What follows belongs to an exercise in optimizing a design on an open flow for small area; a production flow would make more cautious choices.
Only simulation tests tie the RTL to the original design; equivalence was not proved.
Power and IR drop assume default switching activity.

==> flow/design.v <==
package crtc_pkg;
   typedef logic [9:0]  hpos_t;
   typedef logic [9:0]  vpos_t;
   typedef logic [6:0]  col_t;
   typedef logic [3:0]  cline_t;
   typedef logic [4:0]  crow_t;
   typedef logic [14:0] vram_adr_t;
   typedef struct packed {
      logic   width80;
      cline_t lpc;
      col_t   xcurs;
      crow_t  ycurs;
   } crtc_cfg_t;
   typedef struct packed {
      hpos_t  hcnt;
      vpos_t  vcnt;
      logic   hdisp;
      logic   vdisp;
      logic   hsync;
      logic   vsync;
      cline_t cline;
      crow_t  crow;
      logic   line_end;
      logic   row_end;
      logic   frame_end;
   } beam_t;
   typedef struct packed {
      logic       we;
      col_t       adr;
      logic [7:0] data;
   } rowbuf_wr_t;
   typedef struct packed {
      logic dot;
      logic hsync;
      logic vsync;
   } pix_t;
endpackage
`timescale 1ns/1ns
module pc_crtc_top (
   input  logic                I_CLK,
   input  logic                I_RST,
   input  logic                port30_we,
   input  logic                crtc_we,
   input  logic                adr,
   input  logic [7:0]          data,
   input  logic [7:0]          ram_data,
   input  logic                busack,
   output crtc_pkg::vram_adr_t ram_adr,
   output logic                busreq,
   output logic [3:0]          vga_r,
   output logic [3:0]          vga_g,
   output logic [3:0]          vga_b,
   output logic                vga_hs,
   output logic                vga_vs
);
   logic       p30_we_q;
   logic       crtc_we_q;
   logic       busack_q;
   logic       adr_q;
   logic [7:0] data_q;
   logic [7:0] rdata;
   always_ff @(posedge I_CLK or posedge I_RST) begin
      if (I_RST) begin
         p30_we_q  <= 1'b0;
         crtc_we_q <= 1'b0;
      end else begin
         p30_we_q  <= port30_we;
         crtc_we_q <= crtc_we;
      end
   end
   always_ff @(posedge I_CLK) begin
      busack_q <= busack;
      adr_q  <= adr;
      data_q <= data;
      rdata  <= ram_data;
   end
   logic       cmd_we;
   logic       par_we;
   logic [2:0] seq_q;
   logic       width80;
   logic [3:0] lpc;
   logic [6:0] xcurs;
   logic [4:0] ycurs;
   assign cmd_we = crtc_we_q && adr_q;
   assign par_we = crtc_we_q && !adr_q;
   always_ff @(posedge I_CLK or posedge I_RST) begin
      if (I_RST) begin
         seq_q   <= 3'd0;
         width80 <= 1'b0;
         lpc     <= 4'd9;
         xcurs   <= 7'd0;
         ycurs   <= 5'd0;
      end else begin
         if (p30_we_q)
            width80 <= data_q[0];
         if (cmd_we) begin
            if (data_q == 8'h00)
               seq_q <= 3'd5;
            if (data_q == 8'h80)
               ycurs <= 5'd31;
            if (data_q == 8'h81)
               seq_q <= 3'd7;
         end
         if (par_we) begin
            if (seq_q == 3'd3)
               lpc <= data_q[3:0];
            if (seq_q == 3'd7)
               xcurs <= data_q[6:0];
            if (seq_q == 3'd6)
               ycurs <= data_q[4:0];
            if (seq_q != 3'd0)
               seq_q <= (seq_q == 3'd6) ? 3'd0 : seq_q - 3'd1;
         end
      end
   end
   logic [9:0] hcnt_q;
   logic [9:0] vcnt_q;
   logic [3:0] cline_q;
   logic [4:0] crow_q;
   logic       line_end;
   logic       row_end;
   logic       frame_end;
   logic       hdisp;
   logic       vdisp;
   always_ff @(posedge I_CLK or posedge I_RST) begin
      if (I_RST) begin
         hcnt_q <= '0;
         vcnt_q <= '0;
      end else if (hcnt_q == 10'd800 - 10'd1) begin
         hcnt_q <= '0;
         vcnt_q <= (vcnt_q == 10'd525 - 10'd1) ? '0 : vcnt_q + 10'd1;
      end else begin
         hcnt_q <= hcnt_q + 10'd1;
      end
   end
   assign line_end  = (hcnt_q == 10'd640 - 10'd1);
   assign frame_end = line_end && (vcnt_q == 10'd525 - 10'd1);
   assign row_end   = line_end && vcnt_q[0] && (cline_q == lpc);
   assign hdisp     = (hcnt_q < 10'd640);
   assign vdisp     = (vcnt_q < 10'd400);
   always_ff @(posedge I_CLK or posedge I_RST) begin
      if (I_RST) begin
         cline_q <= '0;
         crow_q  <= '0;
      end else begin
         if (frame_end || row_end)
            cline_q <= '0;
         else if (line_end && vcnt_q[0])
            cline_q <= cline_q + 4'd1;
         if (frame_end)
            crow_q <= '0;
         else if (row_end)
            crow_q <= crow_q + 5'd1;
      end
   end
   logic [11:0] base_q;
   logic [6:0]  count_q;
   logic        xfer;
   assign xfer = busreq && busack_q;
   always_ff @(posedge I_CLK or posedge I_RST) begin
      if (I_RST) begin
         busreq  <= 1'b0;
         base_q  <= 12'(15'h7300 >> 3);
      end else if (frame_end) begin
         busreq  <= 1'b1;
         base_q  <= 12'(15'h7300 >> 3);
      end else if (row_end) begin
         busreq  <= 1'b1;
         base_q  <= base_q + 12'(15'd120 >> 3);
      end else if (xfer && count_q == 7'd80 - 7'd1) begin
         busreq  <= 1'b0;
      end
   end
   always_ff @(posedge I_CLK) begin
      if (frame_end || row_end)
         count_q <= '0;
      else if (xfer)
         count_q <= count_q + 7'd1;
   end
   assign ram_adr = {base_q + {8'd0, count_q[6:3]}, count_q[2:0]};
   logic [4:1]      p_v;
   logic [4:1][6:0] p_col;
   logic [7:0]      rdata_d1;
   logic [7:0]      rdata_d2;
   logic [4:1]      hit;
   logic            ins_v;
   logic [4:0]      ins_g;
   logic [7:0]      wd;
   always_ff @(posedge I_CLK) begin
      p_v      <= {p_v[3:1], xfer};
      p_col    <= {p_col[3:1], count_q};
      rdata_d1 <= rdata;
      rdata_d2 <= rdata_d1;
   end
   for (genvar a = 1; a <= 4; a++) begin : g_hit
      assign hit[a] = p_v[a] && (p_col[a][1:0] == hcnt_q[1:0]);
   end
   assign ins_v = |hit;
   assign ins_g = ({5{hit[1]}} & p_col[1][6:2]) | ({5{hit[2]}} & p_col[2][6:2]) |
                  ({5{hit[3]}} & p_col[3][6:2]) | ({5{hit[4]}} & p_col[4][6:2]);
   assign wd    = ({8{hit[1]}} & ram_data) | ({8{hit[2]}} & rdata) |
                  ({8{hit[3]}} & rdata_d1) | ({8{hit[4]}} & rdata_d2);
   logic [19:0][7:0] rs0;
   logic [19:0][7:0] rs1;
   logic [19:0][7:0] rs2;
   logic [19:0][7:0] rs3;
   for (genvar g = 0; g < 20; g++) begin : g_ring
      always_ff @(posedge I_CLK) begin
         rs3[g] <= (ins_v && ins_g == 5'(g)) ? wd : rs0[g];
         rs2[g] <= rs3[g];
         rs1[g] <= rs2[g];
         rs0[g] <= rs1[g];
      end
   end
   logic [6:0] col_q;
   logic [7:0] xbyte;
   logic [1:0] nib_sel;
   logic [2:0] rd_ph;
   logic       rd_take;
   logic       rd_snoop;
   logic       rd_l;
   logic       rd_r;
   assign xbyte    = rs3[col_q[6:2]];
   assign nib_sel  = cline_q[2:1];
   assign rd_ph    = {1'b0, col_q[1:0]} + 3'd1;
   assign rd_take  = (hcnt_q[2:0] == rd_ph);
   assign rd_snoop = (hcnt_q[2:0] > rd_ph) && (hcnt_q[2:0] <= 3'd4) &&
                     p_v[2] && (p_col[2] == col_q);
   always_ff @(posedge I_CLK) begin
      if (rd_take) begin
         rd_l <= xbyte[{1'b0, nib_sel}];
         rd_r <= xbyte[{1'b1, nib_sel}];
      end else if (rd_snoop) begin
         rd_l <= rdata[{1'b0, nib_sel}];
         rd_r <= rdata[{1'b1, nib_sel}];
      end
   end
   logic       load;
   logic       shift_en;
   logic       show;
   logic       dot_a;
   logic       dot_b;
   logic [1:0] dot_n;
   logic       curs_q;
   logic       pix_dot;
   assign load     = (hcnt_q[2:0] == 3'd6) && (width80 || !hcnt_q[3]);
   assign shift_en = width80 || !hcnt_q[0];
   assign show     = hdisp && vdisp;
   always_ff @(posedge I_CLK) begin
      if (line_end)
         col_q <= '0;
      else if (load && hdisp)
         col_q <= col_q + 7'd1;
   end
   always_ff @(posedge I_CLK) begin
      if (load) begin
         dot_a  <= show && !cline_q[3] && rd_l;
         dot_b  <= show && !cline_q[3] && rd_r;
         dot_n  <= 2'd0;
         curs_q <= show && (col_q == xcurs) && (crow_q == ycurs);
      end else if (shift_en) begin
         dot_n <= dot_n + 2'd1;
         if (dot_n == 2'd3) begin
            dot_a <= dot_b;
            dot_b <= 1'b0;
         end
      end
   end
   logic lum_q;
   logic started;
   logic hd8;
   logic vs_low;
   assign hd8 = (hcnt_q >= 10'd8) && (hcnt_q < 10'd640 + 10'd8);
   always_ff @(posedge I_CLK)
      pix_dot <= dot_a ^ curs_q;
   always_ff @(posedge I_CLK or posedge I_RST) begin
      if (I_RST) begin
         lum_q   <= 1'b0;
         started <= 1'b0;
      end else begin
         lum_q   <= pix_dot && hd8 && vdisp;
         if (hcnt_q == 10'd8)
            started <= 1'b1;
      end
   end
   assign vga_r = {4{lum_q}};
   assign vga_g = {4{lum_q}};
   assign vga_b = {4{lum_q}};
   assign vs_low = (hcnt_q >= 10'd9) ?
                   (vcnt_q == 10'd490 || vcnt_q == 10'd490 + 10'd1) :
                   (vcnt_q == 10'd490 + 10'd1 || vcnt_q == 10'd492);
   assign vga_hs = started &&
                   !(hcnt_q >= 10'd656 + 10'd9 && hcnt_q < 10'd752 + 10'd9);
   assign vga_vs = started && !vs_low;
endmodule
==> flow/flow/run.sh <==
#!/bin/bash
# The standard layout (standard.sh) with these changes:
#  - synthesis: the standard script, but ABC uses flow/area.abc
#  - CTS: no dummy loads for skew balancing, clkbuf_8 clock buffers in
#    sink clusters of at most 20
#  - port buffers: the smallest buffer cell
set -euo pipefail
here=$(pwd)
export FLOW_SYNTH_TCL="$here/synth_recipe.tcl"
export AREA_ABC_SCRIPT="$here/flow/area.abc"
export CTS_ARGS="-sink_clustering_enable -repair_clock_nets -sink_clustering_size 20 -sink_clustering_max_diameter 50 -buf_list sky130_fd_sc_hd__clkbuf_8 -dont_use_dummy_load"
export BUFFER_PORTS_ARGS="-buffer_cell sky130_fd_sc_hd__buf_1"
bash standard.sh SYNTH_SCRIPT="$here/flow/synth_area.tcl" finish > standard_flow.log 2>&1
==> flow/flow/area.abc <==
&get -n
&st
&syn4
&dch -f
&nf -R 1000 -p
&st
&syn4
&dch -f
&nf -R 1000 -p
&put
==> flow/flow/synth_area.tcl <==
# The standard synthesis (synth_recipe.tcl, sourced unchanged) with two
# differences: ABC maps the combinational logic with flow/area.abc, an
# area-recovering script, instead of ORFS's speed script; and the buffers
# on pass-through wires are buf_1 instead of buf_4.  Flip-flops are mapped
# before ABC runs, so the registers are the standard synthesis's.
set ::env(MIN_BUF_CELL_AND_PORTS) "sky130_fd_sc_hd__buf_1 A X"
proc abc {args} {
  set i [lsearch -exact $args -script]
  if {$i >= 0} { lset args [expr {$i + 1}] $::env(AREA_ABC_SCRIPT) }
  yosys abc {*}$args
}
source $::env(FLOW_SYNTH_TCL)
==> flow/standard.sh <==
#!/bin/bash
# synth_recipe.tcl (not shown) runs the flow's synth.tcl, then flattens the netlist and writes it again
# the make line also repeats each setting of config.mk as NAME=value (left out here)
make -C /OpenROAD-flow-scripts/flow DESIGN_CONFIG=/design/flow/config.mk WORK_HOME=/design/flow/orfs CLKGATE_MAP_FILE= SYNTH_SCRIPT=/design/flow/synth_recipe.tcl "${@:-finish}"
==> flow/config.mk <==
export PLATFORM = sky130hd
export DESIGN_NAME = pc_crtc_top
export DESIGN_NICKNAME = pc_crtc_top
export VERILOG_FILES = /design/flow/design.v
export SDC_FILE = /design/flow/constraint.sdc
export NUM_CORES = 4
export LEC_CHECK = 0
export CAP_MARGIN = 20
export CORE_MARGIN = 2
export CORE_UTILIZATION = 75
export SLEW_MARGIN = 20
==> flow/constraint.sdc <==
create_clock -name core_clock -period 4.5 [get_ports {I_CLK}]
set_input_delay 0.9000 -clock core_clock [delete_from_list [all_inputs] [get_ports {I_CLK}]]
set_output_delay 0.9000 -clock core_clock [all_outputs]
set_load 0.01 [all_outputs]
==> results of run 1 <==
## through the flow
step / hold slack [ns] / utilization [%] / worst slack [ns] / cell area, sq um
after detailed placement: 0.3121 / 78.87 / 0.9649 / 22520
after CTS: 0.2916 / 81.24 / 0.7117 / 23190
after global placement: 0.3096 / 78.86 / 1.195 / 22510
after global routing: 0.2872 / 81.24 / 0.4829 / 23190
final: 0.2858 / 81.24 / 0.7744 / 23190
after floorplan: 0.3096 / - / 0.5341 / 21680
## worst reg2reg max path, stage by stage (launching register included)
cell and delay, ns:
sky130_fd_sc_hd__dfrtp_1 0.62, sky130_fd_sc_hd__clkinv_1 0.24, sky130_fd_sc_hd__o22ai_1 0.23, sky130_fd_sc_hd__a211oi_1 0.07
sky130_fd_sc_hd__buf_4 0.20, sky130_fd_sc_hd__a222oi_1 0.25, sky130_fd_sc_hd__a21boi_0 0.64, sky130_fd_sc_hd__nor2b_1 0.29
sky130_fd_sc_hd__and2_0 0.27, sky130_fd_sc_hd__nand2_1 0.37, sky130_fd_sc_hd__o21ai_0 0.39
## placed cells by master, fill, tap and decap left out, types with 5 or more instances in the layout
cell,Yosys,final
sky130_fd_sc_hd__a211oi_1,9,9
sky130_fd_sc_hd__a21oi_1,88,88
sky130_fd_sc_hd__a222oi_1,16,16
sky130_fd_sc_hd__and3_1,13,13
sky130_fd_sc_hd__buf_1,15,51
sky130_fd_sc_hd__buf_4,0,25
sky130_fd_sc_hd__clkbuf_8,0,49
sky130_fd_sc_hd__clkinv_1,26,25
sky130_fd_sc_hd__dfrtp_1,59,59
sky130_fd_sc_hd__dfstp_2,7,7
sky130_fd_sc_hd__dfxtp_1,723,723
sky130_fd_sc_hd__edfxtp_1,5,5
sky130_fd_sc_hd__ha_1,23,23
sky130_fd_sc_hd__mux2_1,12,12
sky130_fd_sc_hd__nand2_1,172,172
sky130_fd_sc_hd__nand2b_1,13,12
sky130_fd_sc_hd__nand3_1,42,42
sky130_fd_sc_hd__nand4_1,12,12
sky130_fd_sc_hd__nor2_1,131,131
sky130_fd_sc_hd__nor2b_1,7,7
sky130_fd_sc_hd__nor3_1,52,51
sky130_fd_sc_hd__nor4_1,9,8
sky130_fd_sc_hd__o21ai_0,132,132
sky130_fd_sc_hd__o22a_1,5,5
sky130_fd_sc_hd__o22ai_1,70,70
sky130_fd_sc_hd__or3_1,6,6
sky130_fd_sc_hd__xnor2_1,38,38
sky130_fd_sc_hd__xor2_1,20,20
## area by class of cell
| type | count | area, sq um |
|---|---|---|
| clock buffer | 49 | 674.4 |
| fill | 1717 | 5356 |
| inverter | 26 | 97.59 |
| multi-input combinational | 935 | 5275 |
| sequential | 794 | 16280 |
| tap | 384 | 480.5 |
| timing repair buffer | 76 | 379.1 |
## cell usage after synthesis, drive strengths merged (5+ instances only)
| cell | count | area share (%) |
|---|---|---|
| dfstp | 7 | 0.85 |
| o21ai | 132 | 3.0 |
| nand3 | 42 | 0.97 |
| dfxtp | 723 | 67 |
| nor2 | 131 | 2.3 |
| nand4 | 12 | 0.35 |
| mux2 | 12 | 0.62 |
| a21boi | 12 | 0.42 |
| nor3 | 52 | 1.2 |
| nand2 | 172 | 3.0 |
| a222oi | 16 | 0.74 |
| dfrtp | 59 | 6.8 |
| ha | 23 | 1.3 |
| and3 | 13 | 0.38 |
| nor2b | 7 | 0.20 |
| clkinv | 26 | 0.45 |
| nor4 | 9 | 0.26 |
| o22a | 5 | 0.20 |
| o22ai | 70 | 2.0 |
| xor2 | 20 | 0.81 |
| buf | 15 | 0.26 |
| a21oi | 88 | 2.0 |
| a211oi | 9 | 0.31 |
| xnor2 | 38 | 1.5 |
| or3 | 6 | 0.17 |
| nand2b | 13 | 0.38 |
| edfxtp | 5 | 0.69 |
## logic make-up (layout without fill, tap and decap cells)
family	Yosys count	in the layout	synth area share (%)
and+or+nand+nor	476	476	9.821
DFF	794	794	75.10
adders and majority gates	24	24	1.419
muxes	13	13	0.6693
AOI/OAI and AO/OA	364	364	9.942
xor gates and xnor gates	58	58	2.343
buffers and inverters	41	151	0.7097
## layer usage
metal  up-vias  wire (um)  part of all wire (%)  GRT usage [%]
li1       6282          -                     -              -
met1      6360      19310                    43          39.61
met2       406      21090                    47          49.19
met3       105       2432                   5.5          3.959
met4         0       1740                   3.9          12.08
met5         -          0                     0              0
## registers in the layout, summed over array words and instances (netlist names), 10 cells and up
name and count:
rs0 160, rs1 160, rs2 160, rs3 160, p_col 28, base_q 12
hcnt_q 10, vcnt_q 10
## worst max-delay path by stage
stage                     cells past startpoint                      to                 from  slack, ns
after CTS                                    10                  vga_vs  hcnt_q[0]$_DFF_PP0_       0.71
after floorplan                              10  base_q[10]$_DFFE_PP1P_  hcnt_q[0]$_DFF_PP0_       0.53
final                                        10                  vga_vs  hcnt_q[0]$_DFF_PP0_       0.77
after detailed placement                     10          rs3[0]$_DFF_P_  hcnt_q[0]$_DFF_PP0_       0.96
after global placement                       11         rs3[31]$_DFF_P_  hcnt_q[0]$_DFF_PP0_       1.20
after global routing                         10          rs3[0]$_DFF_P_  hcnt_q[0]$_DFF_PP0_       0.48
## power by group through the flow
stage,Combinational [W],Clock [W],Sequential [W]
after floorplan,0.000870,0,0.00753
after global placement,0.00121,0,0.00757
after detailed placement,0.00127,0,0.00758
after CTS,0.00128,0.00294,0.00742
after global routing,0.00139,0.00320,0.00746
final,0.00129,0.00292,0.00743
==> results.sh, run 1 <==
export IMPL_initial_cell_density_of_the_core_pct=75.96
export IMPL_holdCritPathClass="reg -> reg"
export IMPL_syn_mean_instance_area_sq_um=12.25
export IMPL_min_delay_path_depth=0
export IMPL_worstRegToRegCells=10
export IMPL_setup_tns_ns=0
export IMPL_timing_critical_path_slowest_stage_cell="sky130_fd_sc_hd__dfrtp_1"
export IMPL_async_reset_ff_share_pct=8.312
export IMPL_irDropWorstVdd_mv=0.3739
export IMPL_area_delta_synth_final_pct=6.947
export IMPL_grt_setup_unrepaired="false"
export IMPL_grt_start_max_net_pins=43
export IMPL_number_of_global_route_vias_before_repair=13150
export IMPL_max_cap_violations=0
export IMPL_power_switching_w=0.002914
export IMPL_arrival_time_of_the_worst_setup_path_ns=2.83
export IMPL_rr_endpoint="rs3[0]$_DFF_P_"
export IMPL_postRouteAntennaNets=0
export IMPL_cts_tree="yes"
export IMPL_clock_sinks=794
export IMPL_route_detailed_wl_per_inst_um=19.69
export IMPL_track_usage_pct=29.54
export IMPL_chipHeight_um=174.0
export IMPL_min_from="rs1[138]$_DFF_P_"
export IMPL_vias=13150
export IMPL_timing_worst_setup_path_type="reg -> out"
export IMPL_detailedRoute_firstPassIterationCount=7
export IMPL_share_clk_of_total_power_pct=25.1
export IMPL_grt_ovfl_total=0
export IMPL_post_layout_nonfiller_instances=2264
export IMPL_num_antenna_cells=0
export IMPL_cpMostUsedCell="sky130_fd_sc_hd__a21oi_1"
export IMPL_cts_hold_buf=0
export IMPL_finalCritPeriodShare_pct=82.79
export IMPL_beginning_of_the_worst_register_to_register_path="hcnt_q[0]$_DFF_PP0_"
export IMPL_clk_pin_slew_worst_paths_ns=0.11
export IMPL_grt_first_pass_wirelength_mm=69.90
export IMPL_synthDistinctLibCells=52
export IMPL_ys_warn_count=1
export IMPL_placementRows=62
export IMPL_design_die_area_sq_um=30290
export IMPL_whs_endpoint="rs0[138]$_DFF_P_"
export IMPL_placedCellCount=2215
export IMPL_ys_dominant_reg_cell="sky130_fd_sc_hd__dfxtp_1"
export IMPL_clock_skew_final_ns=0.07687
export IMPL_fmax_mhz=268.4
export IMPL_drive_above_1_share_pct=4.734
export IMPL_synth_edf_count=5
export IMPL_p_comb_share_pct=11.1
export IMPL_final_hold_viol_count=0
export IMPL_number_of_max_slew_violations_in_the_final_report=0
export IMPL_power_per_cell_area_nw_per_um2=501.5
export IMPL_yosys_register_bits=794
export IMPL_layout_nets=1928
export IMPL_critical_path_endpoint_type="output pin"
export IMPL_switching_share_pct=25.06
export IMPL_seq_area_frac_synth_pct=75.10
export IMPL_post_synthesis_instance_area_sq_um=21680
export IMPL_cp_required_ns=3.60
export IMPL_finalWorstPathRequiredPeriod_ns=3.726
export IMPL_synthesis_nets=1816
export IMPL_grt_antenna_before_repair=0
export IMPL_timing_critical_path_cells="clkinv_1 -> ha_1 -> nand2b_1 -> or2_0 -> a21oi_1 -> and3_1 -> a21oi_1 -> o22ai_1 -> a21boi_0 -> buf_1"
export IMPL_drc=0
export IMPL_core_area_sq_um=28550
export IMPL_post_cts_resized=0
export IMPL_worst_pin_slew_ns=0.8877
export IMPL_clk_path_buf_depth=3
export IMPL_setup_violations=0
export IMPL_power_leakage_nw=9.195
export IMPL_drt_iter0_drc=1203
export IMPL_clock_tree_htree_level_count=2
export IMPL_numCtsBuffers=49
export IMPL_crit_path_max_incr_delay_ns=0.62
export IMPL_totalPowerFinal_w=0.01163
export IMPL_die_width_um=174.0
export IMPL_placer_congestion=0.9078
export IMPL_design_portCount=52
export IMPL_totalWireLength_mm=44.57
export IMPL_internal_power_w=0.008717
export IMPL_clk_latency_worst_skew_pair_ns=0.61
export IMPL_detail_route_vias_per_cell=5.810
export IMPL_crit_buf_inv=2
export IMPL_post_cts_repair_setup_buffers=0
export IMPL_port_buffer_count=51
export IMPL_sequentialPowerShare_pct=63.9
export IMPL_post_syn_instances=1770
export IMPL_run_status="timing/DRC/antenna clean"
export IMPL_startpoint_type="register"
export IMPL_cts_root_buffer="sky130_fd_sc_hd__clkbuf_8"
export IMPL_slew_headroom_pct=40.27
export IMPL_timing_reg2reg_setup_slack_ns=0.85
export IMPL_largest_delay_contributor_family_on_the_critical_path="flip-flops"
export IMPL_critical_path_peak_fanout=12
export IMPL_hpwlAfterDp_mm=29.59
==> run 2: changes to the inputs <==
--- a/flow/design.v
+++ b/flow/design.v
@@ -178,8 +178,13 @@
          count_q <= count_q + 7'd1;
    end
    assign ram_adr = {base_q + {8'd0, count_q[6:3]}, count_q[2:0]};
-   logic [4:1]      p_v;
-   logic [4:1][6:0] p_col;
+   logic [2:1]      p_v;
+   logic [2:1][6:0] p_col;
+   logic            due3;
+   logic            due34;
+   logic            due4;
+   logic [4:0]      g3;
+   logic [4:0]      g4;
    logic [7:0]      rdata_d1;
    logic [7:0]      rdata_d2;
    logic [4:1]      hit;
@@ -187,17 +192,23 @@
    logic [4:0]      ins_g;
    logic [7:0]      wd;
    always_ff @(posedge I_CLK) begin
-      p_v      <= {p_v[3:1], xfer};
-      p_col    <= {p_col[3:1], count_q};
+      p_v      <= {p_v[1], xfer};
+      p_col    <= {p_col[1], count_q};
+      due3     <= p_v[2] && (p_col[2][1:0] == hcnt_q[1:0] + 2'd1);
+      due34    <= p_v[2] && (p_col[2][1:0] == hcnt_q[1:0] + 2'd2);
+      due4     <= due34;
+      g3       <= p_col[2][6:2];
+      g4       <= g3;
       rdata_d1 <= rdata;
       rdata_d2 <= rdata_d1;
    end
-   for (genvar a = 1; a <= 4; a++) begin : g_hit
-      assign hit[a] = p_v[a] && (p_col[a][1:0] == hcnt_q[1:0]);
-   end
+   assign hit[1] = p_v[1] && (p_col[1][1:0] == hcnt_q[1:0]);
+   assign hit[2] = p_v[2] && (p_col[2][1:0] == hcnt_q[1:0]);
+   assign hit[3] = due3;
+   assign hit[4] = due4;
    assign ins_v = |hit;
    assign ins_g = ({5{hit[1]}} & p_col[1][6:2]) | ({5{hit[2]}} & p_col[2][6:2]) |
-                  ({5{hit[3]}} & p_col[3][6:2]) | ({5{hit[4]}} & p_col[4][6:2]);
+                  ({5{hit[3]}} & g3) | ({5{hit[4]}} & g4);
    assign wd    = ({8{hit[1]}} & ram_data) | ({8{hit[2]}} & rdata) |
                   ({8{hit[3]}} & rdata_d1) | ({8{hit[4]}} & rdata_d2);
    logic [19:0][7:0] rs0;
==> flow/flow/area.abc (replaced) <==
&get -n
&st
&syn4
&dch -f
&nf -R 1000 -p
&st
&syn4
&dch -f
&nf -R 1000 -p
&st
&syn4
&dch -f
&nf -R 1000 -p
&put
==> results.sh, run 2 <==
export IMPL_run_status="timing/DRC/antenna clean"
export IMPL_post_cts_resized=0
export IMPL_clk_pin_slew_worst_paths_ns=0.11
export IMPL_design_portCount=52
export IMPL_setup_violations=0
export IMPL_ff_latch_area_sq_um=16220
export IMPL_grt_setup_unrepaired="false"
export IMPL_synth_area_leaders="sky130_fd_sc_hd__dfxtp_1 (67%), sky130_fd_sc_hd__dfrtp_1 (6.9%), sky130_fd_sc_hd__nand2_1 (3.1%)"
export IMPL_final_common_cell="sky130_fd_sc_hd__dfxtp_1"
export IMPL_arrival_time_of_the_worst_setup_path_ns=2.64
export IMPL_fmax_mhz=282.7
export IMPL_post_synth_top_count_cell="sky130_fd_sc_hd__dfxtp_1"
export IMPL_async_reset_ff_share_pct=8.344
export IMPL_power_per_cell_area_nw_per_um2=467.5
export IMPL_drc=0
export IMPL_clock_sinks=791
export IMPL_die_width_um=173.4
export IMPL_post_syn_instances=1731
export IMPL_placed_cell_area_sq_um=22380
export IMPL_synthDominantAreaCellType="sky130_fd_sc_hd__dfxtp_1"
export IMPL_drt_iter0_drc=1157
export IMPL_synth_edf_count=5
export IMPL_synthesis_nets=1777
export IMPL_design_die_area_sq_um=30080
export IMPL_top_library_cells_by_usage_in_the_layout_fill_and_taps_aside="sky130_fd_sc_hd__dfxtp_1 (720), sky130_fd_sc_hd__nand2_1 (176), sky130_fd_sc_hd__nor2_1 (159)"
export IMPL_synthTopCellsByCount="sky130_fd_sc_hd__dfxtp_1 (720), sky130_fd_sc_hd__nand2_1 (176), sky130_fd_sc_hd__nor2_1 (159)"
export IMPL_numCtsBuffers=50
export IMPL_slew_headroom_pct=24.85
export IMPL_final_hold_viol_count=0
export IMPL_grt_antenna_before_repair=0
export IMPL_post_synthesis_instance_area_sq_um=21530
export IMPL_number_of_global_route_vias_before_repair=12870
export IMPL_cts_tree="yes"
export IMPL_multi_input_area_sq_um=5211
export IMPL_startpoint_type="register"
export IMPL_placer_congestion=0.9478
export IMPL_finalWorstPathRequiredPeriod_ns=3.538
export IMPL_num_antenna_cells=0
export IMPL_critical_path_endpoint_type="output pin"
export IMPL_cp_required_ns=3.60
export IMPL_port_buffer_count=51
export IMPL_chipHeight_um=173.4
export IMPL_syn_mean_instance_area_sq_um=12.44
export IMPL_finalCritPeriodShare_pct=78.62
export IMPL_track_usage_pct=31.24
export IMPL_totalWireLength_mm=46.69
export IMPL_yosys_area_top_type_share_pct=66.93
export IMPL_postRouteAntennaNets=0
export IMPL_layout_nets=1889
export IMPL_timing_worst_setup_path_type="reg -> out"
export IMPL_clock_tree_htree_level_count=2
export IMPL_hpwlAfterDp_mm=31.05
export IMPL_post_cts_repair_setup_buffers=0
export IMPL_initial_cell_density_of_the_core_pct=75.64
export IMPL_core_area_sq_um=28470
export IMPL_ys_warn_count=1
export IMPL_irDropWorstVdd_mv=0.3352
export IMPL_max_cap_violations=0
export IMPL_cts_root_buffer="sky130_fd_sc_hd__clkbuf_8"
export IMPL_synthDistinctLibCells=52
export IMPL_power_leakage_nw=9.266
export IMPL_finalInstanceArea_sq_um=23070
export IMPL_ys_dominant_reg_cell="sky130_fd_sc_hd__dfxtp_1"
export IMPL_area_delta_synth_final_pct=7.135
export IMPL_setup_tns_ns=0
export IMPL_clk_path_buf_depth=3
export IMPL_detailedRoute_firstPassIterationCount=6
export IMPL_grt_ovfl_total=0
export IMPL_vias=12840
export IMPL_critical_path_peak_fanout=6
export IMPL_clock_skew_final_ns=0.06181
export IMPL_yosys_register_bits=791
export IMPL_worst_pin_slew_ns=1.123
export IMPL_seq_area_frac_synth_pct=75.34
export IMPL_fillers=1727
export IMPL_route_detailed_wl_per_inst_um=20.98
export IMPL_grt_start_max_net_pins=52
export IMPL_holdCritPathClass="reg -> reg"
export IMPL_cts_hold_buf=0
export IMPL_clk_latency_worst_skew_pair_ns=0.61
export IMPL_placementRows=62
export IMPL_grt_first_pass_wirelength_mm=72.19
export IMPL_number_of_max_slew_violations_in_the_final_report=0
export IMPL_drive_above_1_share_pct=4.943
export IMPL_detail_route_vias_per_cell=5.770
[run 2: changes by cell type in the layout (fill, tap and decap cells not counted), moves of 10 or more]
cell / previous run / this run
sky130_fd_sc_hd__nor3_1: 51 / 14
sky130_fd_sc_hd__a22o_1: 1 / 13
sky130_fd_sc_hd__xor2_1: 20 / 30
sky130_fd_sc_hd__o21ai_0: 132 / 115
sky130_fd_sc_hd__a22oi_1: 4 / 29
sky130_fd_sc_hd__nor2_1: 131 / 159
sky130_fd_sc_hd__a221oi_1: 0 / 10
sky130_fd_sc_hd__o22ai_1: 70 / 6
[run 2: report_power, final]
group          internal [W]  switching, W
Combinational      0.000218      0.000317
Clock               0.00100       0.00196
Sequential          0.00716      0.000133
Total               0.00838       0.00241
[run 2: cells by family after synthesis]
logic type	Yosys count	synth area share [%]
adders and majority gates	24	1.429
muxes	16	0.8192
xor gates and xnor gates	68	2.766
and+or+nand+nor	467	9.430
buffers and inverters	40	0.6972
AOI/OAI and AO/OA	325	9.517
DFF	791	75.34
[run 2: final cells by class]
type                       count  area share, %
clock buffer                  50          2.983
inverter                      25         0.4122
multi-input combinational    900          22.59
sequential                   791          70.32
tap                          384          2.083
timing repair buffer          75          1.611
[run 2: per-layer routing]
layer / GRT usage, % / up-vias / part of all wire (%)
li1: - / 6112 / -
met1: 42.43 / 6166 / 43
met2: 51.03 / 436 / 46
met3: 4.649 / 124 / 5.9
met4: 12.85 / 0 / 4.4
met5: 0 / - / 0
[run 2: through the flow]
step	setup slack (ns)	total power (W)	hold slack (ns)	utilization, %	std cells
floorplan	0.9480	0.007792	0.3096	-	1731
global placement	1.328	0.007942	0.3097	78.59	2175
detailed placement	1.174	0.007972	0.3121	78.61	2175
CTS	0.9143	0.01080	0.2959	81.03	2225
global route	0.6825	0.01112	0.2908	81.04	2225
finish	0.9622	0.01079	0.2942	81.04	2225
[run 2: path summary, 6_finish.rpt]
check / start / to / slack (ns) / cells after the start
worst max-delay path: count_q[4]$_SDFFE_PP0P_ / ram_adr[14] / 0.96 / 9
worst min-delay path: rs2[86]$_DFF_P_ / rs1[86]$_DFF_P_ / 0.29 / 0
worst max register to register: hcnt_q[0]$_DFF_PP0_ / rs3[89]$_DFF_P_ / 1.17 / 8
worst min register to register: rs2[86]$_DFF_P_ / rs1[86]$_DFF_P_ / 0.29 / 0
max in group asynchronous: I_RST / base_q[10]$_DFFE_PP1P_ / 3.21 / 3
min in group asynchronous: I_RST / vcnt_q[6]$_DFFE_PP0N_ / 0.46 / 2
[run 2: worst max-delay path, stage by stage, from the launching register on]
cell	delay, ns
sky130_fd_sc_hd__dfxtp_1	0.48
sky130_fd_sc_hd__ha_1	0.29
sky130_fd_sc_hd__a21o_1	0.16
sky130_fd_sc_hd__a21oi_1	0.25
sky130_fd_sc_hd__clkinv_1	0.10
sky130_fd_sc_hd__a21oi_1	0.26
sky130_fd_sc_hd__nor2_1	0.12
sky130_fd_sc_hd__nand3_1	0.11
sky130_fd_sc_hd__xnor2_1	0.11
sky130_fd_sc_hd__buf_1	0.16
==> run 3: changes to the inputs <==
--- a/flow/design.v
+++ b/flow/design.v
@@ -80,7 +80,7 @@
    logic       width80;
    logic [3:0] lpc;
    logic [6:0] xcurs;
-   logic [4:0] ycurs;
+   logic [4:0] ycurs15;
    assign cmd_we = crtc_we_q && adr_q;
    assign par_we = crtc_we_q && !adr_q;
    always_ff @(posedge I_CLK or posedge I_RST) begin
@@ -89,7 +89,7 @@
          width80 <= 1'b0;
          lpc     <= 4'd9;
          xcurs   <= 7'd0;
-         ycurs   <= 5'd0;
+         ycurs15 <= 5'd0;
       end else begin
          if (p30_we_q)
             width80 <= data_q[0];
@@ -97,7 +97,7 @@
             if (data_q == 8'h00)
                seq_q <= 3'd5;
             if (data_q == 8'h80)
-               ycurs <= 5'd31;
+               ycurs15 <= 5'(15 * 31);
             if (data_q == 8'h81)
                seq_q <= 3'd7;
          end
@@ -107,7 +107,7 @@
             if (seq_q == 3'd7)
                xcurs <= data_q[6:0];
             if (seq_q == 3'd6)
-               ycurs <= data_q[4:0];
+               ycurs15 <= {data_q[0], 4'd0} - data_q[4:0];
             if (seq_q != 3'd0)
                seq_q <= (seq_q == 3'd6) ? 3'd0 : seq_q - 3'd1;
          end
@@ -116,7 +116,6 @@
    logic [9:0] hcnt_q;
    logic [9:0] vcnt_q;
    logic [3:0] cline_q;
-   logic [4:0] crow_q;
    logic       line_end;
    logic       row_end;
    logic       frame_end;
@@ -139,19 +138,12 @@
    assign hdisp     = (hcnt_q < 10'd640);
    assign vdisp     = (vcnt_q < 10'd400);
    always_ff @(posedge I_CLK or posedge I_RST) begin
-      if (I_RST) begin
+      if (I_RST)
          cline_q <= '0;
-         crow_q  <= '0;
-      end else begin
-         if (frame_end || row_end)
-            cline_q <= '0;
-         else if (line_end && vcnt_q[0])
-            cline_q <= cline_q + 4'd1;
-         if (frame_end)
-            crow_q <= '0;
-         else if (row_end)
-            crow_q <= crow_q + 5'd1;
-      end
+      else if (frame_end || row_end)
+         cline_q <= '0;
+      else if (line_end && vcnt_q[0])
+         cline_q <= cline_q + 4'd1;
    end
    logic [11:0] base_q;
    logic [6:0]  count_q;
@@ -268,7 +260,7 @@
          dot_a  <= show && !cline_q[3] && rd_l;
          dot_b  <= show && !cline_q[3] && rd_r;
          dot_n  <= 2'd0;
-         curs_q <= show && (col_q == xcurs) && (crow_q == ycurs);
+         curs_q <= show && (col_q == xcurs) && (base_q[4:0] == ycurs15);
       end else if (shift_en) begin
          dot_n <= dot_n + 2'd1;
          if (dot_n == 2'd3) begin
==> results.sh, run 3 <==
export IMPL_run_status="timing/DRC/antenna clean"
export IMPL_postRouteAntennaNets=0
export IMPL_rr_endpoint="rs3[30]$_DFF_P_"
export IMPL_synthDominantAreaCellType="sky130_fd_sc_hd__dfxtp_1"
export IMPL_startpoint_type="register"
export IMPL_irDropWorstVdd_mv=0.3731
export IMPL_cts_root_buffer="sky130_fd_sc_hd__clkbuf_8"
export IMPL_fillers=1625
export IMPL_port_buffer_count=51
export IMPL_core_area_sq_um=28010
export IMPL_async_reset_ff_share_pct=7.761
export IMPL_syn_mean_instance_area_sq_um=12.26
export IMPL_synth_edf_count=5
export IMPL_drive_above_1_share_pct=4.428
export IMPL_cts_hold_buf=0
export IMPL_placementRows=61
export IMPL_worst_pin_slew_ns=1.088
export IMPL_synthTopCellsByCount="sky130_fd_sc_hd__dfxtp_1 (720), sky130_fd_sc_hd__nand2_1 (209), sky130_fd_sc_hd__o21ai_0 (148)"
export IMPL_final_hold_viol_count=0
export IMPL_totalPowerFinal_w=0.01065
export IMPL_post_syn_instances=1750
export IMPL_area_delta_synth_final_pct=6.686
export IMPL_clk_pin_slew_worst_paths_ns=0.11
export IMPL_placer_congestion=0.9209
export IMPL_post_synthesis_instance_area_sq_um=21460
export IMPL_finalWorstPathRequiredPeriod_ns=3.658
export IMPL_setup_violations=0
export IMPL_clock_skew_final_ns=0.06650
export IMPL_design_die_area_sq_um=29990
export IMPL_clock_tree_htree_level_count=2
export IMPL_route_detailed_wl_per_inst_um=21.13
export IMPL_ys_dominant_reg_cell="sky130_fd_sc_hd__dfxtp_1"
export IMPL_clk_path_buf_depth=3
export IMPL_critical_path_endpoint_type="output pin"
export IMPL_worstRegToRegCells=8
export IMPL_clock_sinks=786
export IMPL_yosys_register_bits=786
export IMPL_finalCritPeriodShare_pct=81.29
export IMPL_hpwlAfterDp_mm=31.53
export IMPL_arrival_time_of_the_worst_setup_path_ns=2.76
export IMPL_track_usage_pct=31.59
export IMPL_drc=0
export IMPL_final_common_cell="sky130_fd_sc_hd__dfxtp_1"
export IMPL_yosys_area_top_type_share_pct=67.16
export IMPL_layout_nets=1901
export IMPL_synthesis_nets=1797
export IMPL_top_library_cells_by_usage_in_the_layout_fill_and_taps_aside="sky130_fd_sc_hd__dfxtp_1 (720), sky130_fd_sc_hd__nand2_1 (209), sky130_fd_sc_hd__o21ai_0 (148)"
export IMPL_fmax_mhz=273.4
export IMPL_detail_route_vias_per_cell=5.874
export IMPL_vias=13100
export IMPL_seq_area_frac_synth_pct=75.01
export IMPL_post_synth_top_count_cell="sky130_fd_sc_hd__dfxtp_1"
export IMPL_numCtsBuffers=47
export IMPL_beginning_of_the_worst_register_to_register_path="hcnt_q[0]$_DFF_PP0_"
export IMPL_timing_reg2reg_setup_slack_ns=1.17
export IMPL_ys_warn_count=1
export IMPL_number_of_global_route_vias_before_repair=13060
export IMPL_post_cts_repair_setup_buffers=0
export IMPL_design_portCount=52
export IMPL_post_cts_resized=0
export IMPL_critical_path_peak_fanout=10
export IMPL_grt_start_max_net_pins=41
export IMPL_num_antenna_cells=0
export IMPL_setup_tns_ns=0
export IMPL_synthDistinctLibCells=49
export IMPL_grt_first_pass_wirelength_mm=72.84
export IMPL_initial_cell_density_of_the_core_pct=76.62
export IMPL_synth_area_leaders="sky130_fd_sc_hd__dfxtp_1 (67%), sky130_fd_sc_hd__dfrtp_1 (6.3%), sky130_fd_sc_hd__nand2_1 (3.7%)"
export IMPL_slew_headroom_pct=27.20
export IMPL_chipHeight_um=173.2
export IMPL_die_width_um=173.2
export IMPL_number_of_max_slew_violations_in_the_final_report=0
export IMPL_grt_ovfl_total=0
export IMPL_grt_setup_unrepaired="false"
export IMPL_holdCritPathClass="in -> async"
export IMPL_drt_iter0_drc=1255
export IMPL_cts_tree="yes"
export IMPL_timing_worst_setup_path_type="reg -> out"
export IMPL_power_per_cell_area_nw_per_um2=465.3
export IMPL_clk_latency_worst_skew_pair_ns=0.61
export IMPL_detailedRoute_firstPassIterationCount=5
export IMPL_grt_antenna_before_repair=0
export IMPL_totalWireLength_mm=47.12
export IMPL_max_cap_violations=0
export IMPL_cp_required_ns=3.60
export IMPL_power_leakage_nw=9.121
==> run 3: cell count changes in the layout (fill, tap and decap cells not counted), sizes merged, moves of 5 or more <==
cell    before  now
xor2        30   24
and3         6   14
buf         75   70
dfrtp       59   54
o22a         5    0
nand2      176  209
mux2        13    8
a31oi        3   10
a221oi      13   19
o21ai      115  148
a21oi       84   68
nand3       45   35
nor2       159  137
==> run 3: worst max path at each step <==
stage / from / endpoint / slack (ns) / cells past startpoint
after global placement: hcnt_q[0]$_DFF_PP0_ / rs3[148]$_DFF_P_ / 1.35 / 8
after global routing: base_q[0]$_DFFE_PP0P_ / ram_adr[13] / 0.70 / 10
final: hcnt_q[0]$_DFF_PP0_ / vga_vs / 0.84 / 11
after floorplan: base_q[0]$_DFFE_PP0P_ / ram_adr[13] / 1.78 / 9
after CTS: hcnt_q[0]$_DFF_PP0_ / vga_vs / 0.83 / 11
after detailed placement: hcnt_q[0]$_DFF_PP0_ / rs3[94]$_DFF_P_ / 1.22 / 11
==> run 3: layout make-up <==
| cell class | count | area [sq um] | area share (%) |
|---|---|---|---|
| tap | 378 | 473.0 | 2.065 |
| sequential | 786 | 16100 | 70.31 |
| clock buffer | 47 | 646.9 | 2.825 |
| multi-input combinational | 919 | 5233 | 22.85 |
| inverter | 30 | 112.6 | 0.4918 |
| timing repair buffer | 70 | 334.1 | 1.459 |
==> run 3: kinds of logic (layout without fill, tap and decap cells) <==
| family | after synthesis | in the layout | synth area share [%] |
|---|---|---|---|
| DFF | 786 | 786 | 75.01 |
| and+or+nand+nor | 479 | 479 | 9.689 |
| AOI/OAI and AO/OA | 341 | 341 | 9.887 |
| xor gates and xnor gates | 62 | 62 | 2.530 |
| buffers and inverters | 45 | 147 | 0.7870 |
| adders and majority gates | 25 | 25 | 1.492 |
| muxes | 12 | 12 | 0.6063 |
==> run 3: metrics by stage <==
stage          hold WS, ns  setup slack, ns  utilization (%)  cells  cell area (sq um)
3_5_place_dp        0.3121            1.220            79.44   2183              22250
2_1_floorplan       0.3096            1.780                -   1750              21460
3_3_place_gp        0.3096            1.354            79.44   2183              22250
6_report            0.2656           0.8419            81.75   2230              22900
5_1_grt             0.2908           0.6961            81.75   2230              22900
4_1_cts             0.2535           0.8298            81.75   2230              22900
==> run 3: metal layers <==
metal	track usage, %	wire [um]	part of all wire, %
met5	0	0	0
met2	53.05	22900	49
met3	4.661	2878	6.1
met4	12.85	1874	4.0
met1	41.64	19470	41
==> run 3: critical path, cell delays in order (launching register included) <==
cell	delay [ns]
sky130_fd_sc_hd__dfrtp_1	0.56
sky130_fd_sc_hd__clkinv_1	0.23
sky130_fd_sc_hd__ha_1	0.26
sky130_fd_sc_hd__nand2b_1	0.10
sky130_fd_sc_hd__nor2_1	0.06
sky130_fd_sc_hd__nor2b_1	0.11
sky130_fd_sc_hd__nor2_1	0.06
sky130_fd_sc_hd__and3_1	0.18
sky130_fd_sc_hd__a21oi_1	0.13
sky130_fd_sc_hd__o22ai_1	0.10
sky130_fd_sc_hd__a31oi_1	0.20
sky130_fd_sc_hd__buf_1	0.18
==> run 3: power by group <==
part	leakage [nW]	total, W	switching (W)	internal [W]
registers	6.88	0.00724	0.000128	0.00711
clock network	0.338	0.00288	0.00193	0.000945
logic	1.91	0.000539	0.000315	0.000224
total	9.12	0.0107	0.00238	0.00828
==> run 4: changes to the inputs <==
--- a/flow/design.v
+++ b/flow/design.v
@@ -63,13 +63,14 @@
       if (I_RST) begin
          p30_we_q  <= 1'b0;
          crtc_we_q <= 1'b0;
+         busack_q  <= 1'b0;
       end else begin
          p30_we_q  <= port30_we;
          crtc_we_q <= crtc_we;
+         busack_q  <= busack;
       end
    end
    always_ff @(posedge I_CLK) begin
-      busack_q <= busack;
       adr_q  <= adr;
       data_q <= data;
       rdata  <= ram_data;
@@ -80,7 +81,7 @@
    logic       width80;
    logic [3:0] lpc;
    logic [6:0] xcurs;
-   logic [4:0] ycurs15;
+   logic [4:0] ycurs;
    assign cmd_we = crtc_we_q && adr_q;
    assign par_we = crtc_we_q && !adr_q;
    always_ff @(posedge I_CLK or posedge I_RST) begin
@@ -89,7 +90,7 @@
          width80 <= 1'b0;
          lpc     <= 4'd9;
          xcurs   <= 7'd0;
-         ycurs15 <= 5'd0;
+         ycurs   <= 5'd0;
       end else begin
          if (p30_we_q)
             width80 <= data_q[0];
@@ -97,7 +98,7 @@
             if (data_q == 8'h00)
                seq_q <= 3'd5;
             if (data_q == 8'h80)
-               ycurs15 <= 5'(15 * 31);
+               ycurs <= 5'd31;
             if (data_q == 8'h81)
                seq_q <= 3'd7;
          end
@@ -107,7 +108,7 @@
             if (seq_q == 3'd7)
                xcurs <= data_q[6:0];
             if (seq_q == 3'd6)
-               ycurs15 <= {data_q[0], 4'd0} - data_q[4:0];
+               ycurs <= data_q[4:0];
             if (seq_q != 3'd0)
                seq_q <= (seq_q == 3'd6) ? 3'd0 : seq_q - 3'd1;
          end
@@ -116,6 +117,7 @@
    logic [9:0] hcnt_q;
    logic [9:0] vcnt_q;
    logic [3:0] cline_q;
+   logic [4:0] crow_q;
    logic       line_end;
    logic       row_end;
    logic       frame_end;
@@ -138,12 +140,19 @@
    assign hdisp     = (hcnt_q < 10'd640);
    assign vdisp     = (vcnt_q < 10'd400);
    always_ff @(posedge I_CLK or posedge I_RST) begin
-      if (I_RST)
-         cline_q <= '0;
-      else if (frame_end || row_end)
+      if (I_RST) begin
          cline_q <= '0;
-      else if (line_end && vcnt_q[0])
-         cline_q <= cline_q + 4'd1;
+         crow_q  <= '0;
+      end else begin
+         if (frame_end || row_end)
+            cline_q <= '0;
+         else if (line_end && vcnt_q[0])
+            cline_q <= cline_q + 4'd1;
+         if (frame_end)
+            crow_q <= '0;
+         else if (row_end)
+            crow_q <= crow_q + 5'd1;
+      end
    end
    logic [11:0] base_q;
    logic [6:0]  count_q;
@@ -152,57 +161,55 @@
    always_ff @(posedge I_CLK or posedge I_RST) begin
       if (I_RST) begin
          busreq  <= 1'b0;
+         count_q <= '0;
          base_q  <= 12'(15'h7300 >> 3);
       end else if (frame_end) begin
          busreq  <= 1'b1;
+         count_q <= '0;
          base_q  <= 12'(15'h7300 >> 3);
       end else if (row_end) begin
          busreq  <= 1'b1;
-         base_q  <= base_q + 12'(15'd120 >> 3);
-      end else if (xfer && count_q == 7'd80 - 7'd1) begin
-         busreq  <= 1'b0;
-      end
-   end
-   always_ff @(posedge I_CLK) begin
-      if (frame_end || row_end)
          count_q <= '0;
-      else if (xfer)
+         base_q  <= base_q + 12'(15'd120 >> 3);
+      end else if (xfer) begin
          count_q <= count_q + 7'd1;
+         if (count_q == 7'd80 - 7'd1)
+            busreq <= 1'b0;
+      end
    end
    assign ram_adr = {base_q + {8'd0, count_q[6:3]}, count_q[2:0]};
-   logic [2:1]      p_v;
-   logic [2:1][6:0] p_col;
-   logic            due3;
-   logic            due34;
-   logic            due4;
-   logic [4:0]      g3;
-   logic [4:0]      g4;
+   logic [4:1]      p_v;
+   logic [4:1][6:0] p_col;
    logic [7:0]      rdata_d1;
    logic [7:0]      rdata_d2;
    logic [4:1]      hit;
    logic            ins_v;
    logic [4:0]      ins_g;
    logic [7:0]      wd;
+   always_ff @(posedge I_CLK or posedge I_RST) begin
+      if (I_RST)
+         p_v <= '0;
+      else
+         p_v <= {p_v[3:1], xfer};
+   end
    always_ff @(posedge I_CLK) begin
-      p_v      <= {p_v[1], xfer};
-      p_col    <= {p_col[1], count_q};
-      due3     <= p_v[2] && (p_col[2][1:0] == hcnt_q[1:0] + 2'd1);
-      due34    <= p_v[2] && (p_col[2][1:0] == hcnt_q[1:0] + 2'd2);
-      due4     <= due34;
-      g3       <= p_col[2][6:2];
-      g4       <= g3;
+      p_col    <= {p_col[3:1], count_q};
       rdata_d1 <= rdata;
       rdata_d2 <= rdata_d1;
    end
-   assign hit[1] = p_v[1] && (p_col[1][1:0] == hcnt_q[1:0]);
-   assign hit[2] = p_v[2] && (p_col[2][1:0] == hcnt_q[1:0]);
-   assign hit[3] = due3;
-   assign hit[4] = due4;
-   assign ins_v = |hit;
-   assign ins_g = ({5{hit[1]}} & p_col[1][6:2]) | ({5{hit[2]}} & p_col[2][6:2]) |
-                  ({5{hit[3]}} & g3) | ({5{hit[4]}} & g4);
-   assign wd    = ({8{hit[1]}} & ram_data) | ({8{hit[2]}} & rdata) |
-                  ({8{hit[3]}} & rdata_d1) | ({8{hit[4]}} & rdata_d2);
+   for (genvar a = 1; a <= 4; a++) begin : g_hit
+      assign hit[a] = p_v[a] && (p_col[a][1:0] == hcnt_q[1:0]);
+   end
+   always_comb begin
+      ins_v = |hit;
+      ins_g = 5'd0;
+      wd    = 8'd0;
+      for (int a = 1; a <= 4; a++) begin
+         ins_g = ins_g | ({5{hit[a]}} & p_col[a][6:2]);
+      end
+      wd = ({8{hit[1]}} & ram_data) | ({8{hit[2]}} & rdata) |
+           ({8{hit[3]}} & rdata_d1) | ({8{hit[4]}} & rdata_d2);
+   end
    logic [19:0][7:0] rs0;
    logic [19:0][7:0] rs1;
    logic [19:0][7:0] rs2;
@@ -249,18 +256,25 @@
    assign load     = (hcnt_q[2:0] == 3'd6) && (width80 || !hcnt_q[3]);
    assign shift_en = width80 || !hcnt_q[0];
    assign show     = hdisp && vdisp;
-   always_ff @(posedge I_CLK) begin
-      if (line_end)
+   always_ff @(posedge I_CLK or posedge I_RST) begin
+      if (I_RST)
+         col_q <= '0;
+      else if (line_end)
          col_q <= '0;
       else if (load && hdisp)
          col_q <= col_q + 7'd1;
    end
-   always_ff @(posedge I_CLK) begin
-      if (load) begin
+   always_ff @(posedge I_CLK or posedge I_RST) begin
+      if (I_RST) begin
+         dot_a  <= 1'b0;
+         dot_b  <= 1'b0;
+         dot_n  <= 2'd0;
+         curs_q <= 1'b0;
+      end else if (load) begin
          dot_a  <= show && !cline_q[3] && rd_l;
          dot_b  <= show && !cline_q[3] && rd_r;
          dot_n  <= 2'd0;
-         curs_q <= show && (col_q == xcurs) && (base_q[4:0] == ycurs15);
+         curs_q <= show && (col_q == xcurs) && (crow_q == ycurs);
       end else if (shift_en) begin
          dot_n <= dot_n + 2'd1;
          if (dot_n == 2'd3) begin
@@ -274,13 +288,13 @@
    logic hd8;
    logic vs_low;
    assign hd8 = (hcnt_q >= 10'd8) && (hcnt_q < 10'd640 + 10'd8);
-   always_ff @(posedge I_CLK)
-      pix_dot <= dot_a ^ curs_q;
    always_ff @(posedge I_CLK or posedge I_RST) begin
       if (I_RST) begin
+         pix_dot <= 1'b0;
          lum_q   <= 1'b0;
          started <= 1'b0;
       end else begin
+         pix_dot <= dot_a ^ curs_q;
          lum_q   <= pix_dot && hd8 && vdisp;
          if (hcnt_q == 10'd8)
             started <= 1'b1;
==> flow/flow/area.abc (replaced) <==
&get -n
&st
&dch
&nf
&st
&syn2
&if -g -K 6
&synch2
&nf
&st
&syn2
&if -g -K 6
&synch2
&nf
&nf -R 1000 -p
&put
==> flow/flow/synth_area.tcl (replaced) <==
# The standard synthesis (synth_recipe.tcl, sourced unchanged) with one
# difference: ABC maps the combinational logic with flow/area.abc, an
# area-recovering script, instead of ORFS's speed script.  Flip-flops are
# mapped before ABC runs, so the registers are the standard synthesis's.
proc abc {args} {
  set i [lsearch -exact $args -script]
  if {$i >= 0} { lset args [expr {$i + 1}] $::env(AREA_ABC_SCRIPT) }
  yosys abc {*}$args
}
source $::env(FLOW_SYNTH_TCL)
==> results.sh, run 4 <==
export IMPL_p_comb_share_pct=6.3
export IMPL_total_number_of_cells_along_the_worst_setup_path=8
export IMPL_chipHeight_um=176.2
export IMPL_ys_warn_count=1
export IMPL_number_of_max_slew_violations_in_the_final_report=0
export IMPL_syn_mean_instance_area_sq_um=13.09
export IMPL_area_delta_synth_final_pct=6.884
export IMPL_design_die_area_sq_um=31030
export IMPL_worstRegToRegCells=8
export IMPL_synthDominantAreaCellType="sky130_fd_sc_hd__dfxtp_1"
export IMPL_clk_latency_worst_skew_pair_ns=0.62
export IMPL_numCtsBuffers=50
export IMPL_internal_power_w=0.008523
export IMPL_route_detailed_wl_per_inst_um=19.73
export IMPL_yosys_register_bits=794
export IMPL_min_delay_path_depth=0
export IMPL_critical_path_peak_fanout=6
export IMPL_post_cts_resized=0
export IMPL_grt_setup_unrepaired="false"
export IMPL_initial_cell_density_of_the_core_pct=75.60
export IMPL_finalWorstPathRequiredPeriod_ns=3.637
export IMPL_dp_worst_setup_slack_ns=1.022
export IMPL_final_common_cell="sky130_fd_sc_hd__dfxtp_1"
export IMPL_crit_buf_inv=1
export IMPL_ys_dominant_reg_cell="sky130_fd_sc_hd__dfxtp_1"
export IMPL_switching_share_pct=22.75
export IMPL_final_hold_viol_count=0
export IMPL_layout_nets=1858
export IMPL_grt_antenna_before_repair=0
export IMPL_finalCritPeriodShare_pct=80.81
export IMPL_critical_path_endpoint_type="output pin"
export IMPL_drc=0
export IMPL_hpwlAfterDp_mm=27.93
export IMPL_sequentialPowerShare_pct=66.9
export IMPL_drt_iter0_drc=861
export IMPL_number_of_global_route_vias_before_repair=12910
export IMPL_synth_edf_count=2
export IMPL_synthDistinctLibCells=51
export IMPL_detailedRoute_firstPassIterationCount=5
export IMPL_layout_setup_ws_ns=0.8634
export IMPL_post_syn_instances=1698
export IMPL_cp_required_ns=3.60
export IMPL_combinational_family_with_the_most_area_after_synthesis="simple AND/OR/NAND/NOR gates"
export IMPL_async_reset_ff_share_pct=11.46
export IMPL_max_cap_violations=0
export IMPL_postRouteAntennaNets=0
export IMPL_vias=12490
export IMPL_slew_headroom_pct=22.23
export IMPL_synth_simple_area_share_pct=8.066
export IMPL_grt_ovfl_total=0
export IMPL_timing_critical_path_slowest_stage_cell="sky130_fd_sc_hd__dfrtp_1"
export IMPL_cts_hold_buf=0
export IMPL_placementRows=63
export IMPL_clock_sinks=794
export IMPL_startpoint_type="register"
export IMPL_yosys_area_top_type_share_pct=63.13
export IMPL_setup_violations=0
export IMPL_num_antenna_cells=0
export IMPL_synth_area_leaders="sky130_fd_sc_hd__dfxtp_1 (63%), sky130_fd_sc_hd__dfrtp_1 (9.5%), sky130_fd_sc_hd__mux4_2 (3.4%)"
export IMPL_seq_area_frac_synth_pct=73.69
export IMPL_clk_path_buf_depth=3
export IMPL_post_synth_top_count_cell="sky130_fd_sc_hd__dfxtp_1"
export IMPL_timing_critical_path_cells="ha_1 -> a21o_1 -> a21oi_1 -> nor2b_1 -> o21ai_0 -> nand2b_1 -> xnor2_1 -> buf_1"
export IMPL_detail_route_vias_per_cell=5.675
export IMPL_fmax_mhz=275.0
export IMPL_cts_tree="yes"
export IMPL_crit_path_max_incr_delay_ns=0.45
export IMPL_track_usage_pct=28.80
export IMPL_largest_delay_contributor_family_on_the_critical_path="compound AO/OA/AOI/OAI gates"
export IMPL_power_switching_w=0.002509
export IMPL_clk_pin_slew_worst_paths_ns=0.11
export IMPL_power_per_cell_area_nw_per_um2=464.3
export IMPL_totalWireLength_mm=43.41
export IMPL_power_leakage_nw=9.698
export IMPL_top_library_cells_by_usage_in_the_layout_fill_and_taps_aside="sky130_fd_sc_hd__dfxtp_1 (701), sky130_fd_sc_hd__nor2_1 (174), sky130_fd_sc_hd__a21oi_1 (129)"
export IMPL_timing_worst_setup_path_type="reg -> out"
export IMPL_yosys_area_share_xor_xnor_pct=3.191
export IMPL_run_status="timing/DRC/antenna clean"
export IMPL_grt_first_pass_wirelength_mm=69.19
export IMPL_synth_mux_area_share_pct=5.533
export IMPL_setup_tns_ns=0
export IMPL_grt_start_max_net_pins=44
export IMPL_arrival_time_of_the_worst_setup_path_ns=2.74
export IMPL_post_synthesis_instance_area_sq_um=22230
export IMPL_placer_congestion=0.8199
export IMPL_clock_skew_final_ns=0.08822
export IMPL_synthesis_nets=1744
export IMPL_post_cts_repair_setup_buffers=0
export IMPL_clock_tree_htree_level_count=2
export IMPL_cts_root_buffer="sky130_fd_sc_hd__clkbuf_8"
export IMPL_core_area_sq_um=29400
export IMPL_synthTopCellsByCount="sky130_fd_sc_hd__dfxtp_1 (701), sky130_fd_sc_hd__nor2_1 (176), sky130_fd_sc_hd__a21oi_1 (129)"
export IMPL_synth_compound_area_share_pct=7.312
export IMPL_port_buffer_count=51
export IMPL_worst_pin_slew_ns=1.167
export IMPL_post_synth_fa_ha_maj_area_fraction_pct=1.385
export IMPL_holdCritPathClass="reg -> reg"
export IMPL_finalHoldWorstSlack_ns=0.2524
export IMPL_share_clk_of_total_power_pct=26.7
export IMPL_irDropWorstVdd_mv=0.4140
export IMPL_die_width_um=176.2
export IMPL_drive_above_1_share_pct=7.238
export IMPL_design_portCount=52
==> run 4: changes by cell type after synthesis, sizes merged, moves of 17 or more <==
cell	delta
mux4	+34
a21oi	+61
nor2	+39
xor2	+17
dfrtp	+30
a222oi	-25
nand2	-94
dfxtp	-19
mux2i	+30
o21ai	-64
==> run 4: cells by family after synthesis <==
family,Yosys count
flops,794
buf+inv,34
mux,79
fa+ha+maj,24
simple gates,404
compound gates,282
xor+xnor,81
==> run 4: stage by stage <==
stage	power, W	util [%]	instances	area [sq um]
floorplan	0.008067	-	1698	22230
global placement	0.008204	78.45	2150	23070
detailed placement	0.008240	78.45	2150	23070
CTS	0.01106	80.79	2200	23750
global route	0.01141	80.81	2200	23760
finish	0.01103	80.81	2200	23760
==> run 4: per-layer routing <==
| layer | vias up | global-route usage [%] | routed length (um) |
|---|---|---|---|
| met4 | 0 | 8.368 | 1104 |
| met3 | 78 | 3.747 | 2012 |
| met1 | 6136 | 39.27 | 19090 |
| li1 | 5985 | - | - |
| met5 | - | 0 | 0 |
| met2 | 286 | 48.97 | 21200 |
==> run 4: path summary, 6_finish.rpt <==
kind	startpoint	end	slack, ns
min in group asynchronous	I_RST	hcnt_q[6]$_DFF_PP0_	0.37
hold reg to reg	rs1[112]$_DFF_P_	rs0[112]$_DFF_P_	0.25
setup / recovery	count_q[4]$_DFFE_PP0P_	ram_adr[12]	0.86
max in group asynchronous	I_RST	base_q[6]$_DFFE_PP1N_	3.22
hold / removal	rs1[112]$_DFF_P_	rs0[112]$_DFF_P_	0.25
setup reg to reg	hcnt_q[0]$_DFF_PP0_	rs3[54]$_DFF_P_	0.99
==> run 4: layout make-up <==
cell class                      instances  area, sq um
Tap cell                              390        488.0
Inverter                               19        72.57
Clock buffer                           50        688.2
Multi-Input combinational cell        870         5727
Sequential cell                       794        16380
Timing Repair Buffer                   77        399.1
Fill cell                            1683         5643
==> run 4: power groups by stage <==
stage	combinational, W	clock [W]	sequential (W)
2_1_floorplan	0.000530	0	0.00754
3_3_place_gp	0.000668	0	0.00754
3_5_place_dp	0.000696	0	0.00754
4_1_cts	0.000704	0.00298	0.00739
5_1_grt	0.000765	0.00324	0.00741
6_report	0.000699	0.00295	0.00738

## separate check: timing with driven ports
Ports are ideal in the flow. The routed layouts listed here were re-timed in OpenROAD.
Step 1 (the two cells are an assumption about what drives the block):
set clk [get_ports {I_CLK}]
set_driving_cell -lib_cell sky130_fd_sc_hd__clkbuf_16 $clk
set_driving_cell -lib_cell sky130_fd_sc_hd__buf_2 [delete_from_list [all_inputs] $clk]
Step 2 also shifts input and output timing later by t, the mid clock arrival at the registers, as if the neighbouring blocks saw the same clock.
Three values: no drivers, after step 1, after step 2; two values: the first two.
run	t, ns	slack for setup (ns)	worst setup path at the end	clock arrival spread, ns	cell pins on the clock port's net
run 1	0.623	0.774 / 0.723 / 0.847	register to register	0.077 / 0.077	1
run 2	0.627	0.962 / 0.912 / 1.173	register to register	0.070 / 0.071	1
run 3	0.633	0.842 / 0.793 / 1.167	register to register	0.073 / 0.073	1
run 4	0.623	0.863 / 0.813 / 0.985	register to register	0.091 / 0.091	1
After both steps setup and hold are still met in every run listed.
